Source: an optimization exercise on an open RTL-to-GDS flow (aim: a short achievable clock period and few clock cycles per item). Production flows keep margins and buffers that such runs may drop.
Function was checked by simulation only, so behaviour that the tests miss may differ from the original.
Power is estimated from default activity; no workload was simulated.

==> job 3258: inputs <==
==> flow/design.v (excerpt) <==
module pipe_divider (
    input  logic        clk,
    input  logic        rst,
    input  logic        in_valid,
    output logic        in_ready,
    input  logic [31:0] dividend,
    input  logic [31:0] divisor,
    output logic        out_valid,
    input  logic        out_ready,
    output logic [31:0] quotient,
    output logic [31:0] remainder,
    output logic        div_by_zero
);
clock: 8.0 ns
lec_check: 0
abc_clock_period_in_ps: 4000
cap_margin: 20
core_margin: 2
core_utilization: 40
gpl_routability_driven: 1
gpl_timing_driven: 1
setup_slack_margin: 5
slew_margin: 20
tns_end_percent: 100
run.sh (not shown) runs the stock make flow with config.mk's settings and CLKGATE_MAP_FILE= SYNTH_SCRIPT=/design/flow/synth_recipe.tcl, a recipe that flattens the netlist after the stock synthesis.
==> job 6018: changes against job 3258 <==
--- a/flow/design.v
+++ b/flow/design.v
@@ -307,11 +307,11 @@
     logic dsel12; assign dsel12 = p[12] && !p[13];
     logic dsel13; assign dsel13 = p[13] && !p[14];
     logic dsel14; assign dsel14 = p[14] && !p[15];
     logic dsel15; assign dsel15 = p[15] && !p[16];
     logic [32:0] pr_it;
-    logic [3:0] dig, digm1, dign;    
+    logic [3:0] dig;
     assign pr_it = ({33{dsel0}} & pin[32:0])
                  | ({33{dsel1}} & s1[32:0])
                  | ({33{dsel2}} & s2[32:0])
                  | ({33{dsel3}} & s3[32:0])
                  | ({33{dsel4}} & s4[32:0])
@@ -329,22 +329,13 @@
                  ;
     assign dig[0] = dsel1 | dsel3 | dsel5 | dsel7 | dsel9 | dsel11 | dsel13 | dsel15;
     assign dig[1] = dsel2 | dsel3 | dsel6 | dsel7 | dsel10 | dsel11 | dsel14 | dsel15;
     assign dig[2] = dsel4 | dsel5 | dsel6 | dsel7 | dsel12 | dsel13 | dsel14 | dsel15;
     assign dig[3] = dsel8 | dsel9 | dsel10 | dsel11 | dsel12 | dsel13 | dsel14 | dsel15;
-    assign digm1[0] = dsel0 | dsel2 | dsel4 | dsel6 | dsel8 | dsel10 | dsel12 | dsel14;
-    assign digm1[1] = dsel0 | dsel3 | dsel4 | dsel7 | dsel8 | dsel11 | dsel12 | dsel15;
-    assign digm1[2] = dsel0 | dsel5 | dsel6 | dsel7 | dsel8 | dsel13 | dsel14 | dsel15;
-    assign digm1[3] = dsel0 | dsel9 | dsel10 | dsel11 | dsel12 | dsel13 | dsel14 | dsel15;
-    assign dign[0] = dsel1 | dsel3 | dsel5 | dsel7 | dsel9 | dsel11 | dsel13 | dsel15;
-    assign dign[1] = dsel1 | dsel2 | dsel5 | dsel6 | dsel9 | dsel10 | dsel13 | dsel14;
-    assign dign[2] = dsel1 | dsel2 | dsel3 | dsel4 | dsel9 | dsel10 | dsel11 | dsel12;
-    assign dign[3] = dsel1 | dsel2 | dsel3 | dsel4 | dsel5 | dsel6 | dsel7 | dsel8;
-    logic [31:0] q_it, qm_it, qo_it;
+    logic [31:0] q_it, qm_it;
     assign q_it  = {q[27:0], dig};
-    assign qm_it = {dsel0 ? qm[27:0] : q[27:0], digm1};
-    assign qo_it = qneg ? {dsel0 ? ~qm[27:0] : ~q[27:0], dign} : q_it;    
+    assign qm_it = dsel0 ? {qm[27:0], {4{1'b1}}} : {q[27:0], dig - 4'd1};
     always_ff @(posedge clk or posedge rst)
         if (rst) begin
             ov   <= 1'b0;
             iter <= 1'b0;
         end else begin
@@ -361,13 +352,17 @@
             end
         end
     always_ff @(posedge clk)
         if (acc) begin
             pr   <= pr_acc;
+            as_q <= as_acc;
+            cnt  <= cnt_acc;
             sa   <= a_s;
             qneg <= a_qneg;
             dz   <= a_dz;
+            q    <= 32'd0;
+            qm   <= 32'hFFFF_FFFF;
             qo   <= a_dz ? 32'hFFFF_FFFF : 32'd0;
             my1 <= md1 ^ {36{!a_qneg}};
             my2 <= md2 ^ {36{!a_qneg}};
             my3 <= md3 ^ {36{!a_qneg}};
             my4 <= md4 ^ {36{!a_qneg}};
@@ -382,14 +377,12 @@
             my13 <= md13 ^ {36{!a_qneg}};
             my14 <= md14 ^ {36{!a_qneg}};
             my15 <= md15 ^ {36{!a_qneg}};
         end else if (iter) begin
             pr   <= pr_it;
-            qo   <= qo_it;
+            as_q <= as_q << 4;
+            cnt  <= cnt - 3'd1;
+            q    <= q_it;
+            qm   <= qm_it;
+            qo   <= qneg ? ~qm_it : q_it;
         end
-    always_ff @(posedge clk) begin
-        as_q <= acc ? as_acc : as_q << 4;
-        cnt  <= acc ? cnt_acc : cnt - 3'd1;
-        q    <= acc ? 32'd0 : q_it;
-        qm   <= acc ? 32'hFFFF_FFFF : qm_it;
-    end
 endmodule
--- a/flow/config.mk
+++ b/flow/config.mk
@@ -6,11 +6,12 @@
 export NUM_CORES = 4
 export LEC_CHECK = 0
 export ABC_CLOCK_PERIOD_IN_PS = 4000
 export CAP_MARGIN = 20
 export CORE_MARGIN = 2
-export CORE_UTILIZATION = 40
+export CORE_UTILIZATION = 35
 export GPL_ROUTABILITY_DRIVEN = 1
 export GPL_TIMING_DRIVEN = 1
+export PLACE_DENSITY = 0.45
 export SETUP_SLACK_MARGIN = 5
 export SLEW_MARGIN = 20
 export TNS_END_PERCENT = 100
==> job 4557: changes against job 3258 <==
--- a/flow/design.v
+++ b/flow/design.v
@@ -307,11 +307,11 @@
     logic dsel12; assign dsel12 = p[12] && !p[13];
     logic dsel13; assign dsel13 = p[13] && !p[14];
     logic dsel14; assign dsel14 = p[14] && !p[15];
     logic dsel15; assign dsel15 = p[15] && !p[16];
     logic [32:0] pr_it;
-    logic [3:0] dig, digm1, dign;    
+    logic [3:0] dig;
     assign pr_it = ({33{dsel0}} & pin[32:0])
                  | ({33{dsel1}} & s1[32:0])
                  | ({33{dsel2}} & s2[32:0])
                  | ({33{dsel3}} & s3[32:0])
                  | ({33{dsel4}} & s4[32:0])
@@ -329,22 +329,13 @@
                  ;
     assign dig[0] = dsel1 | dsel3 | dsel5 | dsel7 | dsel9 | dsel11 | dsel13 | dsel15;
     assign dig[1] = dsel2 | dsel3 | dsel6 | dsel7 | dsel10 | dsel11 | dsel14 | dsel15;
     assign dig[2] = dsel4 | dsel5 | dsel6 | dsel7 | dsel12 | dsel13 | dsel14 | dsel15;
     assign dig[3] = dsel8 | dsel9 | dsel10 | dsel11 | dsel12 | dsel13 | dsel14 | dsel15;
-    assign digm1[0] = dsel0 | dsel2 | dsel4 | dsel6 | dsel8 | dsel10 | dsel12 | dsel14;
-    assign digm1[1] = dsel0 | dsel3 | dsel4 | dsel7 | dsel8 | dsel11 | dsel12 | dsel15;
-    assign digm1[2] = dsel0 | dsel5 | dsel6 | dsel7 | dsel8 | dsel13 | dsel14 | dsel15;
-    assign digm1[3] = dsel0 | dsel9 | dsel10 | dsel11 | dsel12 | dsel13 | dsel14 | dsel15;
-    assign dign[0] = dsel1 | dsel3 | dsel5 | dsel7 | dsel9 | dsel11 | dsel13 | dsel15;
-    assign dign[1] = dsel1 | dsel2 | dsel5 | dsel6 | dsel9 | dsel10 | dsel13 | dsel14;
-    assign dign[2] = dsel1 | dsel2 | dsel3 | dsel4 | dsel9 | dsel10 | dsel11 | dsel12;
-    assign dign[3] = dsel1 | dsel2 | dsel3 | dsel4 | dsel5 | dsel6 | dsel7 | dsel8;
-    logic [31:0] q_it, qm_it, qo_it;
+    logic [31:0] q_it, qm_it;
     assign q_it  = {q[27:0], dig};
-    assign qm_it = {dsel0 ? qm[27:0] : q[27:0], digm1};
-    assign qo_it = qneg ? {dsel0 ? ~qm[27:0] : ~q[27:0], dign} : q_it;    
+    assign qm_it = dsel0 ? {qm[27:0], {4{1'b1}}} : {q[27:0], dig - 4'd1};
     always_ff @(posedge clk or posedge rst)
         if (rst) begin
             ov   <= 1'b0;
             iter <= 1'b0;
         end else begin
@@ -361,13 +352,17 @@
             end
         end
     always_ff @(posedge clk)
         if (acc) begin
             pr   <= pr_acc;
+            as_q <= as_acc;
+            cnt  <= cnt_acc;
             sa   <= a_s;
             qneg <= a_qneg;
             dz   <= a_dz;
+            q    <= 32'd0;
+            qm   <= 32'hFFFF_FFFF;
             qo   <= a_dz ? 32'hFFFF_FFFF : 32'd0;
             my1 <= md1 ^ {36{!a_qneg}};
             my2 <= md2 ^ {36{!a_qneg}};
             my3 <= md3 ^ {36{!a_qneg}};
             my4 <= md4 ^ {36{!a_qneg}};
@@ -382,14 +377,12 @@
             my13 <= md13 ^ {36{!a_qneg}};
             my14 <= md14 ^ {36{!a_qneg}};
             my15 <= md15 ^ {36{!a_qneg}};
         end else if (iter) begin
             pr   <= pr_it;
-            qo   <= qo_it;
+            as_q <= as_q << 4;
+            cnt  <= cnt - 3'd1;
+            q    <= q_it;
+            qm   <= qm_it;
+            qo   <= qneg ? ~qm_it : q_it;
         end
-    always_ff @(posedge clk) begin
-        as_q <= acc ? as_acc : as_q << 4;
-        cnt  <= acc ? cnt_acc : cnt - 3'd1;
-        q    <= acc ? 32'd0 : q_it;
-        qm   <= acc ? 32'hFFFF_FFFF : qm_it;
-    end
 endmodule
==> comparison <==
- Job 6018 passed the timing, design-rule and antenna checks. Job 4557 completed with no timing, DRC or antenna violations. Job 3258 went through all stages and came out clean.
- Against job 6018, the fmax of job 4557 is smaller by 1.5%.
- The lowest non-clock buffer count belongs to job 3258, the highest to job 6018.
- Of job 3258 and job 4557, job 4557 has the higher design area (gap 1.0%, measured against job 4557).
- In job 3258 the sequential power is smaller than in job 6018, by about 5%.
- First-iteration DRC count: job 3258 < job 6018 < job 4557.
- Critical path depth, highest first: job 3258, job 4557, job 6018.
Testbench counts of job 3258, summed over its fixed seeds: cycles 4,637, items 1,600.
Testbench counts of job 6018, summed over its fixed seeds: cycles 4,637, items 1,600.
Testbench counts of job 4557, summed over its fixed seeds: cycles 4,637, items 1,600.

## port drivers added, routing unchanged
In the flow no input, the clock included, has a driving cell. The finished layouts below were timed again as built, in two steps.
Step 1: set_driving_cell puts a clkbuf_16 on clk and a buf_2 on each other input, an assumption about the parent block.
Step 2 adds t to the input delays and takes it off the output delays; t is the mean of the earliest and latest rising clock arrival at the registers after step 1. Input paths then give back, and output paths get back, about the clock's delay inside the block.
Slacks: no drivers / after step 1 / after step 2; pairs: no drivers / after step 1.
run	shift t [ns]	setup slack, ns	pins driven straight from the clock port
job 3258	0.738	2.589 / 2.557 / 1.819	1
job 6018	0.782	2.855 / 2.829 / 2.046	1
job 4557	0.791	2.775 / 2.775 / 2.233	1
After both steps every run listed still meets setup and hold. For job 6018, which loses most, drivers alone change the setup slack by -0.026 ns; drivers and shift together by -0.809 ns.
